Background: an optimization exercise with open tools, aiming at small area and a short achievable clock period. Do not read the settings as production practice. Function was checked by simulation only, so behaviour that the tests miss may differ from the original. No activity file was given, so power comes from the tool's default toggle rates.

==> inputs of 11-21 <==
==> flow/design.v <==
module fir_reload_ctrl #(
    parameter int          NUM_TAPS      = 129,
    parameter int          COEFF_WIDTH   = 16,
    parameter logic [7:0]  SR_COEFF_IDX  = 8'd128,
    parameter logic [7:0]  SR_COEFF_DATA = 8'd129,
    parameter logic [7:0]  SR_COMMIT     = 8'd130
) (
    input  logic                   ce_clk,
    input  logic                   ce_rst_n,
    input  logic                   set_stb,
    input  logic [7:0]             set_addr,
    input  logic [31:0]            set_data,
    output logic [COEFF_WIDTH-1:0] o_reload_tdata,
    output logic                   o_reload_tlast,
    output logic                   o_reload_tvalid,
    input  logic                   o_reload_tready,
    output logic [7:0]             o_config_tdata,
    output logic                   o_config_tvalid,
    input  logic                   o_config_tready,
    output logic                   busy,
    output logic [15:0]            reload_count,
    output logic [1:0]             err,
    output logic [31:0]            checksum
);
    localparam int         LO       = 16;                         
    localparam int         NG       = (NUM_TAPS + LO - 1) / LO;   
    localparam logic [8:0] TAP_CNT  = 9'(NUM_TAPS);
    localparam logic [7:0] LAST_TAP = 8'(NUM_TAPS - 1);
    localparam logic [7:0] SR_CLEAR = SR_COMMIT + 8'd1;
    logic busy_q, prime_q, tvalid_q, tlast_q, cvalid_q;
    logic [15:0] rd_lo_q;    
    logic [8:0]  rd_hi_q;    
    logic idx_stb, data_stb, commit_stb, clear_stb;
    logic idle, start, load, reload_hs, config_hs;
    assign idx_stb    = set_stb && (set_addr == SR_COEFF_IDX);
    assign data_stb   = set_stb && (set_addr == SR_COEFF_DATA);
    assign commit_stb = set_stb && (set_addr == SR_COMMIT);
    assign clear_stb  = set_stb && (set_addr == SR_CLEAR);
    assign idle      = !busy_q;
    assign start     = idle && commit_stb;
    assign reload_hs = tvalid_q && o_reload_tready;
    assign config_hs = cvalid_q && o_config_tready;
    assign load      = prime_q || (reload_hs && !tlast_q);
    always_ff @(posedge ce_clk or negedge ce_rst_n) begin
        if (!ce_rst_n) begin
            busy_q   <= 1'b0;
            prime_q  <= 1'b0;
            tvalid_q <= 1'b0;
            tlast_q  <= 1'b0;
            cvalid_q <= 1'b0;
        end else begin
            prime_q <= start;
            if (start)          busy_q <= 1'b1;
            else if (config_hs) busy_q <= 1'b0;
            if (prime_q)                   tvalid_q <= 1'b1;
            else if (reload_hs && tlast_q) tvalid_q <= 1'b0;
            if (reload_hs && tlast_q)      cvalid_q <= 1'b1;
            else if (config_hs)            cvalid_q <= 1'b0;
            if (load)                      tlast_q  <= rd_hi_q[NG-1];
        end
    end
    logic [COEFF_WIDTH-1:0] ram [NUM_TAPS];
    logic [7:0]             wr_idx_q;
    logic                   pw_en_q;
    logic [7:0]             pw_addr_q;
    logic [COEFF_WIDTH-1:0] pw_data_q;
    always_ff @(posedge ce_clk) begin
        pw_en_q   <= idle && data_stb && ({1'b0, wr_idx_q} < TAP_CNT);
        pw_addr_q <= wr_idx_q;
        pw_data_q <= set_data[COEFF_WIDTH-1:0];
    end
    always_ff @(posedge ce_clk) begin
        for (int i = 0; i < NUM_TAPS; i++)
            if (pw_en_q && pw_addr_q == 8'(i)) ram[i] <= pw_data_q;
    end
    always_ff @(posedge ce_clk or negedge ce_rst_n) begin
        if (!ce_rst_n) begin
            wr_idx_q <= '0;
        end else if (idle && idx_stb) begin
            wr_idx_q <= set_data[7:0];
        end else if (idle && data_stb) begin
            wr_idx_q <= (wr_idx_q == LAST_TAP) ? 8'd0 : wr_idx_q + 8'd1;
        end
    end
    logic [COEFF_WIDTH-1:0] grp [NG];
    logic [COEFF_WIDTH-1:0] rd_word;
    logic [COEFF_WIDTH-1:0] tdata_q;
    always_ff @(posedge ce_clk) begin
        if (start) begin
            rd_lo_q <= LO'(1);
            rd_hi_q <= NG'(1);
        end else if (load) begin
            rd_lo_q <= {rd_lo_q[LO-2:0], rd_lo_q[LO-1]};
            if (rd_lo_q[LO-1]) rd_hi_q <= {rd_hi_q[NG-2:0], rd_hi_q[NG-1]};
        end
    end
    always_comb begin
        for (int g = 0; g < NG; g++) begin
            grp[g] = '0;
            for (int l = 0; l < LO; l++)
                if (g * LO + l < NUM_TAPS)
                    grp[g] = grp[g] | ({COEFF_WIDTH{rd_lo_q[l]}} & ram[g * LO + l]);
        end
        rd_word = '0;
        for (int g = 0; g < NG; g++)
            rd_word = rd_word | ({COEFF_WIDTH{rd_hi_q[g]}} & grp[g]);
    end
    always_ff @(posedge ce_clk) begin
        if (load) tdata_q <= rd_word;
    end
    logic [7:0]  cfg_word_q;
    logic [15:0] count_q;
    logic [1:0]  err_q, err_d;
    always_ff @(posedge ce_clk) begin
        if (start) cfg_word_q <= set_data[7:0];
    end
    always_ff @(posedge ce_clk or negedge ce_rst_n) begin
        if (!ce_rst_n)      count_q <= '0;
        else if (config_hs) count_q <= count_q + 16'd1;
    end
    always_comb begin
        err_d = clear_stb ? 2'b00 : err_q;
        if (!idle && (idx_stb || data_stb)) err_d[0] = 1'b1;
        if (!idle && commit_stb)            err_d[1] = 1'b1;
    end
    always_ff @(posedge ce_clk or negedge ce_rst_n) begin
        if (!ce_rst_n) err_q <= '0;
        else           err_q <= err_d;
    end
    logic        new_q;
    logic [16:0] acc_lo_q;
    logic [15:0] acc_hi_q;
    logic [31:0] checksum_q;
    always_ff @(posedge ce_clk or negedge ce_rst_n) begin
        if (!ce_rst_n) checksum_q <= '0;
        else if (config_hs) checksum_q <= {acc_hi_q + 16'(acc_lo_q[16]), acc_lo_q[15:0]};
    end
    always_ff @(posedge ce_clk) begin
        new_q <= load;
        if (start) begin
            acc_lo_q <= '0;
            acc_hi_q <= '0;
        end else if (new_q) begin
            acc_lo_q <= {1'b0, acc_lo_q[15:0]} + {1'b0, tdata_q};
            acc_hi_q <= acc_hi_q + {16{tdata_q[15]}} + 16'(acc_lo_q[16]);
        end else begin
            acc_lo_q[16] <= 1'b0;
            acc_hi_q     <= acc_hi_q + 16'(acc_lo_q[16]);
        end
    end
    assign checksum = checksum_q;
    assign o_reload_tdata  = tdata_q;
    assign o_reload_tlast  = tlast_q;
    assign o_reload_tvalid = tvalid_q;
    assign o_config_tvalid = cvalid_q;
    assign o_config_tdata  = cfg_word_q;
    assign busy            = busy_q;
    assign reload_count    = count_q;
    assign err             = err_q;
endmodule
==> flow/run.sh <==
#!/bin/bash
# synth_recipe.tcl (not shown) runs the flow's synth.tcl, then flattens the netlist and writes it again
# the make line also repeats each setting of config.mk as NAME=value (left out here)
make -C /OpenROAD-flow-scripts/flow DESIGN_CONFIG=/design/flow/config.mk WORK_HOME=/design/flow/orfs CLKGATE_MAP_FILE= SYNTH_SCRIPT=/design/flow/synth_recipe.tcl finish
==> flow/config.mk <==
export PLATFORM = sky130hd
export DESIGN_NAME = fir_reload_ctrl
export DESIGN_NICKNAME = fir_reload_ctrl
export VERILOG_FILES = /design/flow/design.v
export SDC_FILE = /design/flow/constraint.sdc
export NUM_CORES = 4
export LEC_CHECK = 0
export CAP_MARGIN = 20
export CORE_MARGIN = 2
export CORE_UTILIZATION = 40
export SLEW_MARGIN = 20
==> flow/constraint.sdc <==
create_clock -name core_clock -period 5.0 [get_ports {ce_clk}]
set_input_delay 1.0000 -clock core_clock [delete_from_list [all_inputs] [get_ports {ce_clk}]]
set_output_delay 1.0000 -clock core_clock [all_outputs]
set_load 0.01 [all_outputs]
==> 09-04 (differences from 11-21) <==
--- a/flow/design.v
+++ b/flow/design.v
@@ -23,12 +23,11 @@
     output logic [31:0]            checksum
 );
-    localparam int         LO       = 16;                         
-    localparam int         NG       = (NUM_TAPS + LO - 1) / LO;   
+    localparam int         BW       = 32;                         
+    localparam int         NB       = (NUM_TAPS - 1) / BW;        
     localparam logic [8:0] TAP_CNT  = 9'(NUM_TAPS);
     localparam logic [7:0] LAST_TAP = 8'(NUM_TAPS - 1);
     localparam logic [7:0] SR_CLEAR = SR_COMMIT + 8'd1;
     logic busy_q, prime_q, tvalid_q, tlast_q, cvalid_q;
-    logic [15:0] rd_lo_q;    
-    logic [8:0]  rd_hi_q;    
+    logic [NB:0] s1_bank_q;    
     logic idx_stb, data_stb, commit_stb, clear_stb;
     logic idle, start, load, reload_hs, config_hs;
@@ -57,20 +56,22 @@
             if (reload_hs && tlast_q)      cvalid_q <= 1'b1;
             else if (config_hs)            cvalid_q <= 1'b0;
-            if (load)                      tlast_q  <= rd_hi_q[NG-1];
+            if (load)                      tlast_q  <= !prime_q && s1_bank_q[NB];
         end
     end
-    logic [COEFF_WIDTH-1:0] ram [NUM_TAPS];
+    logic [COEFF_WIDTH-1:0] ram_n [NUM_TAPS];    
     logic [7:0]             wr_idx_q;
-    logic                   pw_en_q;
-    logic [7:0]             pw_addr_q;
+    logic [8:0]             pw_hi_n_q;
+    logic [15:0]            pw_lo_n_q;
     logic [COEFF_WIDTH-1:0] pw_data_q;
     always_ff @(posedge ce_clk) begin
-        pw_en_q   <= idle && data_stb && ({1'b0, wr_idx_q} < TAP_CNT);
-        pw_addr_q <= wr_idx_q;
+        for (int h = 0; h < 9; h++)
+            pw_hi_n_q[h] <= !(idle && data_stb && ({1'b0, wr_idx_q} < TAP_CNT) && (wr_idx_q[7:4] == 4'(h)));
+        for (int l = 0; l < 16; l++)
+            pw_lo_n_q[l] <= (wr_idx_q[3:0] != 4'(l));
         pw_data_q <= set_data[COEFF_WIDTH-1:0];
     end
     always_ff @(posedge ce_clk) begin
         for (int i = 0; i < NUM_TAPS; i++)
-            if (pw_en_q && pw_addr_q == 8'(i)) ram[i] <= pw_data_q;
+            if (!(pw_hi_n_q[i / 16] || pw_lo_n_q[i % 16])) ram_n[i] <= ~pw_data_q;
     end
     always_ff @(posedge ce_clk or negedge ce_rst_n) begin
@@ -83,29 +84,39 @@
         end
     end
-    logic [COEFF_WIDTH-1:0] grp [NG];
-    logic [COEFF_WIDTH-1:0] rd_word;
+    logic [BW-1:0]          rd_sel_n_q;
+    logic [NB:0]            rd_bank_q;
+    logic [COEFF_WIDTH-1:0] s1_d [NB];
+    logic [COEFF_WIDTH-1:0] s1_q [NB];
+    logic [COEFF_WIDTH-1:0] s2_word;
     logic [COEFF_WIDTH-1:0] tdata_q;
     always_ff @(posedge ce_clk) begin
-        if (start) begin
-            rd_lo_q <= LO'(1);
-            rd_hi_q <= NG'(1);
+        if (idle) begin
+            rd_sel_n_q <= {{(BW-2){1'b1}}, 2'b01};
+            rd_bank_q <= (NB+1)'(1);
         end else if (load) begin
-            rd_lo_q <= {rd_lo_q[LO-2:0], rd_lo_q[LO-1]};
-            if (rd_lo_q[LO-1]) rd_hi_q <= {rd_hi_q[NG-2:0], rd_hi_q[NG-1]};
+            rd_sel_n_q <= {rd_sel_n_q[BW-2:0], rd_sel_n_q[BW-1]};
+            if (!rd_sel_n_q[BW-1]) rd_bank_q <= {rd_bank_q[NB-1:0], rd_bank_q[NB]};
         end
     end
     always_comb begin
-        for (int g = 0; g < NG; g++) begin
-            grp[g] = '0;
-            for (int l = 0; l < LO; l++)
-                if (g * LO + l < NUM_TAPS)
-                    grp[g] = grp[g] | ({COEFF_WIDTH{rd_lo_q[l]}} & ram[g * LO + l]);
+        for (int b = 0; b < NB; b++) begin
+            s1_d[b] = '0;
+            for (int i = 0; i < BW; i++)
+                s1_d[b] = s1_d[b] | ~({COEFF_WIDTH{rd_sel_n_q[i]}} | ram_n[b * BW + i]);
         end
-        rd_word = '0;
-        for (int g = 0; g < NG; g++)
-            rd_word = rd_word | ({COEFF_WIDTH{rd_hi_q[g]}} & grp[g]);
     end
     always_ff @(posedge ce_clk) begin
-        if (load) tdata_q <= rd_word;
+        if (load) begin
+            for (int b = 0; b < NB; b++) s1_q[b] <= s1_d[b];
+            s1_bank_q <= rd_bank_q;
+        end
+    end
+    always_comb begin
+        s2_word = {COEFF_WIDTH{s1_bank_q[NB]}} & ~ram_n[NUM_TAPS-1];
+        for (int b = 0; b < NB; b++)
+            s2_word = s2_word | ({COEFF_WIDTH{s1_bank_q[b]}} & s1_q[b]);
+    end
+    always_ff @(posedge ce_clk) begin
+        if (load) tdata_q <= prime_q ? ~ram_n[0] : s2_word;
     end
     logic [7:0]  cfg_word_q;
@@ -129,22 +140,31 @@
     end
     logic        new_q;
-    logic [16:0] acc_lo_q;
-    logic [15:0] acc_hi_q;
+    logic [7:0]  lo0_q, lo1_q;
+    logic        c0_q, c1_q;
+    logic [8:0]  k_q;
     logic [31:0] checksum_q;
+    logic [7:0]  t0, t1;
+    logic        tneg;
+    logic [8:0]  fold_lo1;
+    logic [8:0]  fold_k;
+    assign t0   = new_q ? tdata_q[7:0]  : 8'd0;
+    assign t1   = new_q ? tdata_q[15:8] : 8'd0;
+    assign tneg = new_q && tdata_q[15];
+    assign fold_lo1 = {1'b0, lo1_q} + 9'(c0_q);
+    assign fold_k   = k_q + 9'(c1_q) + 9'(fold_lo1[8]);
     always_ff @(posedge ce_clk or negedge ce_rst_n) begin
         if (!ce_rst_n) checksum_q <= '0;
-        else if (config_hs) checksum_q <= {acc_hi_q + 16'(acc_lo_q[16]), acc_lo_q[15:0]};
+        else if (config_hs) checksum_q <= {{7{fold_k[8]}}, fold_k, fold_lo1[7:0], lo0_q};
     end
     always_ff @(posedge ce_clk) begin
         new_q <= load;
-        if (start) begin
-            acc_lo_q <= '0;
-            acc_hi_q <= '0;
-        end else if (new_q) begin
-            acc_lo_q <= {1'b0, acc_lo_q[15:0]} + {1'b0, tdata_q};
-            acc_hi_q <= acc_hi_q + {16{tdata_q[15]}} + 16'(acc_lo_q[16]);
+        if (idle) begin
+            {c0_q, lo0_q} <= '0;
+            {c1_q, lo1_q} <= '0;
+            k_q           <= '0;
         end else begin
-            acc_lo_q[16] <= 1'b0;
-            acc_hi_q     <= acc_hi_q + 16'(acc_lo_q[16]);
+            {c0_q, lo0_q} <= {1'b0, lo0_q} + {1'b0, t0};
+            {c1_q, lo1_q} <= {1'b0, lo1_q} + {1'b0, t1} + 9'(c0_q);
+            k_q           <= k_q + 9'(c1_q) - 9'(tneg);
         end
     end
--- a/flow/config.mk
+++ b/flow/config.mk
@@ -8,4 +8,9 @@
 export CAP_MARGIN = 20
 export CORE_MARGIN = 2
-export CORE_UTILIZATION = 40
+export CORE_UTILIZATION = 45
+export CTS_CLUSTER_DIAMETER = 90
+export CTS_CLUSTER_SIZE = 28
+export PLACE_DENSITY = 0.55
+export SETUP_SLACK_MARGIN = 2.75
 export SLEW_MARGIN = 20
+export TNS_END_PERCENT = 100
==> 12-23 (differences from 11-21) <==
--- a/flow/config.mk
+++ b/flow/config.mk
@@ -8,4 +8,6 @@
 export CAP_MARGIN = 20
 export CORE_MARGIN = 2
-export CORE_UTILIZATION = 40
+export CORE_UTILIZATION = 60
+export SETUP_SLACK_MARGIN = 2.8
 export SLEW_MARGIN = 20
+export TNS_END_PERCENT = 100
==> 01-17 (differences from 11-21) <==
--- a/flow/design.v
+++ b/flow/design.v
@@ -23,12 +23,11 @@
     output logic [31:0]            checksum
 );
-    localparam int         LO       = 16;                         
-    localparam int         NG       = (NUM_TAPS + LO - 1) / LO;   
+    localparam int         BW       = 32;                         
+    localparam int         NB       = (NUM_TAPS - 1) / BW;        
     localparam logic [8:0] TAP_CNT  = 9'(NUM_TAPS);
     localparam logic [7:0] LAST_TAP = 8'(NUM_TAPS - 1);
     localparam logic [7:0] SR_CLEAR = SR_COMMIT + 8'd1;
     logic busy_q, prime_q, tvalid_q, tlast_q, cvalid_q;
-    logic [15:0] rd_lo_q;    
-    logic [8:0]  rd_hi_q;    
+    logic [NB:0] s1_bank_q;    
     logic idx_stb, data_stb, commit_stb, clear_stb;
     logic idle, start, load, reload_hs, config_hs;
@@ -57,20 +56,22 @@
             if (reload_hs && tlast_q)      cvalid_q <= 1'b1;
             else if (config_hs)            cvalid_q <= 1'b0;
-            if (load)                      tlast_q  <= rd_hi_q[NG-1];
+            if (load)                      tlast_q  <= !prime_q && s1_bank_q[NB];
         end
     end
     logic [COEFF_WIDTH-1:0] ram [NUM_TAPS];
     logic [7:0]             wr_idx_q;
-    logic                   pw_en_q;
-    logic [7:0]             pw_addr_q;
+    logic [8:0]             pw_hi_q;
+    logic [15:0]            pw_lo_q;
     logic [COEFF_WIDTH-1:0] pw_data_q;
     always_ff @(posedge ce_clk) begin
-        pw_en_q   <= idle && data_stb && ({1'b0, wr_idx_q} < TAP_CNT);
-        pw_addr_q <= wr_idx_q;
+        for (int h = 0; h < 9; h++)
+            pw_hi_q[h] <= idle && data_stb && ({1'b0, wr_idx_q} < TAP_CNT) && (wr_idx_q[7:4] == 4'(h));
+        for (int l = 0; l < 16; l++)
+            pw_lo_q[l] <= (wr_idx_q[3:0] == 4'(l));
         pw_data_q <= set_data[COEFF_WIDTH-1:0];
     end
     always_ff @(posedge ce_clk) begin
         for (int i = 0; i < NUM_TAPS; i++)
-            if (pw_en_q && pw_addr_q == 8'(i)) ram[i] <= pw_data_q;
+            if (pw_hi_q[i / 16] && pw_lo_q[i % 16]) ram[i] <= pw_data_q;
     end
     always_ff @(posedge ce_clk or negedge ce_rst_n) begin
@@ -83,29 +84,39 @@
         end
     end
-    logic [COEFF_WIDTH-1:0] grp [NG];
-    logic [COEFF_WIDTH-1:0] rd_word;
+    logic [BW-1:0]          rd_sel_q;
+    logic [NB:0]            rd_bank_q;
+    logic [COEFF_WIDTH-1:0] s1_d [NB];
+    logic [COEFF_WIDTH-1:0] s1_q [NB];
+    logic [COEFF_WIDTH-1:0] s2_word;
     logic [COEFF_WIDTH-1:0] tdata_q;
     always_ff @(posedge ce_clk) begin
-        if (start) begin
-            rd_lo_q <= LO'(1);
-            rd_hi_q <= NG'(1);
+        if (idle) begin
+            rd_sel_q  <= BW'(2);
+            rd_bank_q <= (NB+1)'(1);
         end else if (load) begin
-            rd_lo_q <= {rd_lo_q[LO-2:0], rd_lo_q[LO-1]};
-            if (rd_lo_q[LO-1]) rd_hi_q <= {rd_hi_q[NG-2:0], rd_hi_q[NG-1]};
+            rd_sel_q <= {rd_sel_q[BW-2:0], rd_sel_q[BW-1]};
+            if (rd_sel_q[BW-1]) rd_bank_q <= {rd_bank_q[NB-1:0], rd_bank_q[NB]};
         end
     end
     always_comb begin
-        for (int g = 0; g < NG; g++) begin
-            grp[g] = '0;
-            for (int l = 0; l < LO; l++)
-                if (g * LO + l < NUM_TAPS)
-                    grp[g] = grp[g] | ({COEFF_WIDTH{rd_lo_q[l]}} & ram[g * LO + l]);
+        for (int b = 0; b < NB; b++) begin
+            s1_d[b] = '0;
+            for (int i = 0; i < BW; i++)
+                s1_d[b] = s1_d[b] | ({COEFF_WIDTH{rd_sel_q[i]}} & ram[b * BW + i]);
         end
-        rd_word = '0;
-        for (int g = 0; g < NG; g++)
-            rd_word = rd_word | ({COEFF_WIDTH{rd_hi_q[g]}} & grp[g]);
     end
     always_ff @(posedge ce_clk) begin
-        if (load) tdata_q <= rd_word;
+        if (load) begin
+            for (int b = 0; b < NB; b++) s1_q[b] <= s1_d[b];
+            s1_bank_q <= rd_bank_q;
+        end
+    end
+    always_comb begin
+        s2_word = {COEFF_WIDTH{s1_bank_q[NB]}} & ram[NUM_TAPS-1];
+        for (int b = 0; b < NB; b++)
+            s2_word = s2_word | ({COEFF_WIDTH{s1_bank_q[b]}} & s1_q[b]);
+    end
+    always_ff @(posedge ce_clk) begin
+        if (load) tdata_q <= prime_q ? ram[0] : s2_word;
     end
     logic [7:0]  cfg_word_q;
@@ -129,22 +140,31 @@
     end
     logic        new_q;
-    logic [16:0] acc_lo_q;
-    logic [15:0] acc_hi_q;
+    logic [7:0]  lo0_q, lo1_q;
+    logic        c0_q, c1_q;
+    logic [8:0]  k_q;
     logic [31:0] checksum_q;
+    logic [7:0]  t0, t1;
+    logic        tneg;
+    logic [8:0]  fold_lo1;
+    logic [8:0]  fold_k;
+    assign t0   = new_q ? tdata_q[7:0]  : 8'd0;
+    assign t1   = new_q ? tdata_q[15:8] : 8'd0;
+    assign tneg = new_q && tdata_q[15];
+    assign fold_lo1 = {1'b0, lo1_q} + 9'(c0_q);
+    assign fold_k   = k_q + 9'(c1_q) + 9'(fold_lo1[8]);
     always_ff @(posedge ce_clk or negedge ce_rst_n) begin
         if (!ce_rst_n) checksum_q <= '0;
-        else if (config_hs) checksum_q <= {acc_hi_q + 16'(acc_lo_q[16]), acc_lo_q[15:0]};
+        else if (config_hs) checksum_q <= {{7{fold_k[8]}}, fold_k, fold_lo1[7:0], lo0_q};
     end
     always_ff @(posedge ce_clk) begin
         new_q <= load;
-        if (start) begin
-            acc_lo_q <= '0;
-            acc_hi_q <= '0;
-        end else if (new_q) begin
-            acc_lo_q <= {1'b0, acc_lo_q[15:0]} + {1'b0, tdata_q};
-            acc_hi_q <= acc_hi_q + {16{tdata_q[15]}} + 16'(acc_lo_q[16]);
+        if (idle) begin
+            {c0_q, lo0_q} <= '0;
+            {c1_q, lo1_q} <= '0;
+            k_q           <= '0;
         end else begin
-            acc_lo_q[16] <= 1'b0;
-            acc_hi_q     <= acc_hi_q + 16'(acc_lo_q[16]);
+            {c0_q, lo0_q} <= {1'b0, lo0_q} + {1'b0, t0};
+            {c1_q, lo1_q} <= {1'b0, lo1_q} + {1'b0, t1} + 9'(c0_q);
+            k_q           <= k_q + 9'(c1_q) - 9'(tneg);
         end
     end
--- a/flow/config.mk
+++ b/flow/config.mk
@@ -8,4 +8,8 @@
 export CAP_MARGIN = 20
 export CORE_MARGIN = 2
-export CORE_UTILIZATION = 40
+export CORE_UTILIZATION = 45
+export CTS_CLUSTER_DIAMETER = 80
+export CTS_CLUSTER_SIZE = 24
+export SETUP_SLACK_MARGIN = 2.5
 export SLEW_MARGIN = 20
+export TNS_END_PERCENT = 100
==> comparison <==
The highest register-to-register slack belongs to 09-04, the lowest to 11-21. Fmax: 11-21 < 12-23 < 01-17 < 09-04. Of 01-17 and 12-23, 01-17 has the higher routed wire length (gap about 7%, measured against 12-23). The highest cell count belongs to 09-04, the lowest to 12-23. Against 11-21, the setup slack of 09-04 is higher by 1.1 ns. In 12-23 the core utilization is higher than in 11-21, by 27 points. Against 01-17, the clock power of 09-04 is smaller by about 10%. In sequential cell count, 11-21 and 12-23 do not differ. Between 01-17 and 12-23, the lower synthesized area is in 12-23 (gap about 2.5%, measured against 12-23).
==> figures <==
metric	09-04	12-23	01-17	11-21
Status	timing/DRC/antenna clean	timing/DRC/antenna clean	timing/DRC/antenna clean	timing/DRC/antenna clean
Cell row count	157	135	158	165
Tap Cells	2464	1781	2480	2672
Number of buffers created by CTS	99	214	117	214
First-iteration detailed-routing DRC count	9134	7795	9056	6482
Worst Reg2Reg Path Length in Cells	6	8	4	7
Critical path required time	4.00 ns	5.51 ns	4.00 ns	5.52 ns
Xor-xnor portion of the synthesized cell area	0.00441	0.00515	0.00397	0.00515
Met2 Resource Use GR	0.491	0.574	0.460	0.369
FFs w/ async S/R, synth	0.0241	0.0282	0.0241	0.0282
Routed wire per std cell	40.4 um	37.5 um	38.2 um	32.5 um
VDD IR-drop max	0.265 mV	0.373 mV	0.269 mV	0.315 mV
Mapped Cells	4756	4454	4662	4454
Proportion of cell area occupied by multi-input gates	0.151	0.170	0.155	0.158
Mapped cell area	83100 sq um	81700 sq um	83800 sq um	81700 sq um
Critical-path cell with the highest stage delay	sky130_fd_sc_hd__dfrtp_2	sky130_fd_sc_hd__a222oi_1	sky130_fd_sc_hd__dfrtp_2	sky130_fd_sc_hd__a221oi_1
Sequential group share of total power	0.668	0.555	0.651	0.559
R2r startpoint	rd_sel_n_q[6]$_SDFFE_PN1N_	rd_lo_q[1]$_SDFFE_PP0N_	rd_sel_q[2]$_SDFFE_PN0N_	rd_lo_q[6]$_SDFFE_PP0N_
Number of distinct library cell variants in the gate-level netlist after synthesis	59	74	64	74

-- afterwards: timing with drivers on the ports --
Ports are ideal in the flow. The routed layouts listed here were re-timed in OpenROAD.
Step 1: set_driving_cell puts a clkbuf_16 on ce_clk and a buf_2 on each other input, an assumption about the parent block.
Step 2 times the ports against the registers' clock, not the clock port: input delays grow and output delays shrink by t, the midpoint of the rising clock arrivals with the driver on.
Slacks: ideal / step 1 / step 2; pairs: ideal / step 1.
run | t (ns) | setup WS [ns] | hold WS [ns] | clock arrival spread, ns | worst data-port slew with drivers (ns)
11-21 | 0.919 | 1.479 / 1.479 / 1.479 | 0.316 / 0.248 / 0.453 | 0.054 / 0.054 | 0.05
09-04 | 0.843 | 2.569 / 2.485 / 2.044 | 0.039 / -0.020 / 0.447 | 0.068 / 0.068 | 0.05
12-23 | 0.917 | 1.861 / 1.861 / 1.861 | 0.263 / 0.194 / 0.474 | 0.032 / 0.033 | 0.05
01-17 | 0.864 | 2.440 / 2.360 / 1.910 | 0.367 / 0.307 / 0.475 | 0.052 / 0.052 | 0.05
After both steps setup and hold are still met in every run listed. For 01-17, which loses most, drivers alone change the setup slack by -0.080 ns; drivers and shift together by -0.530 ns.
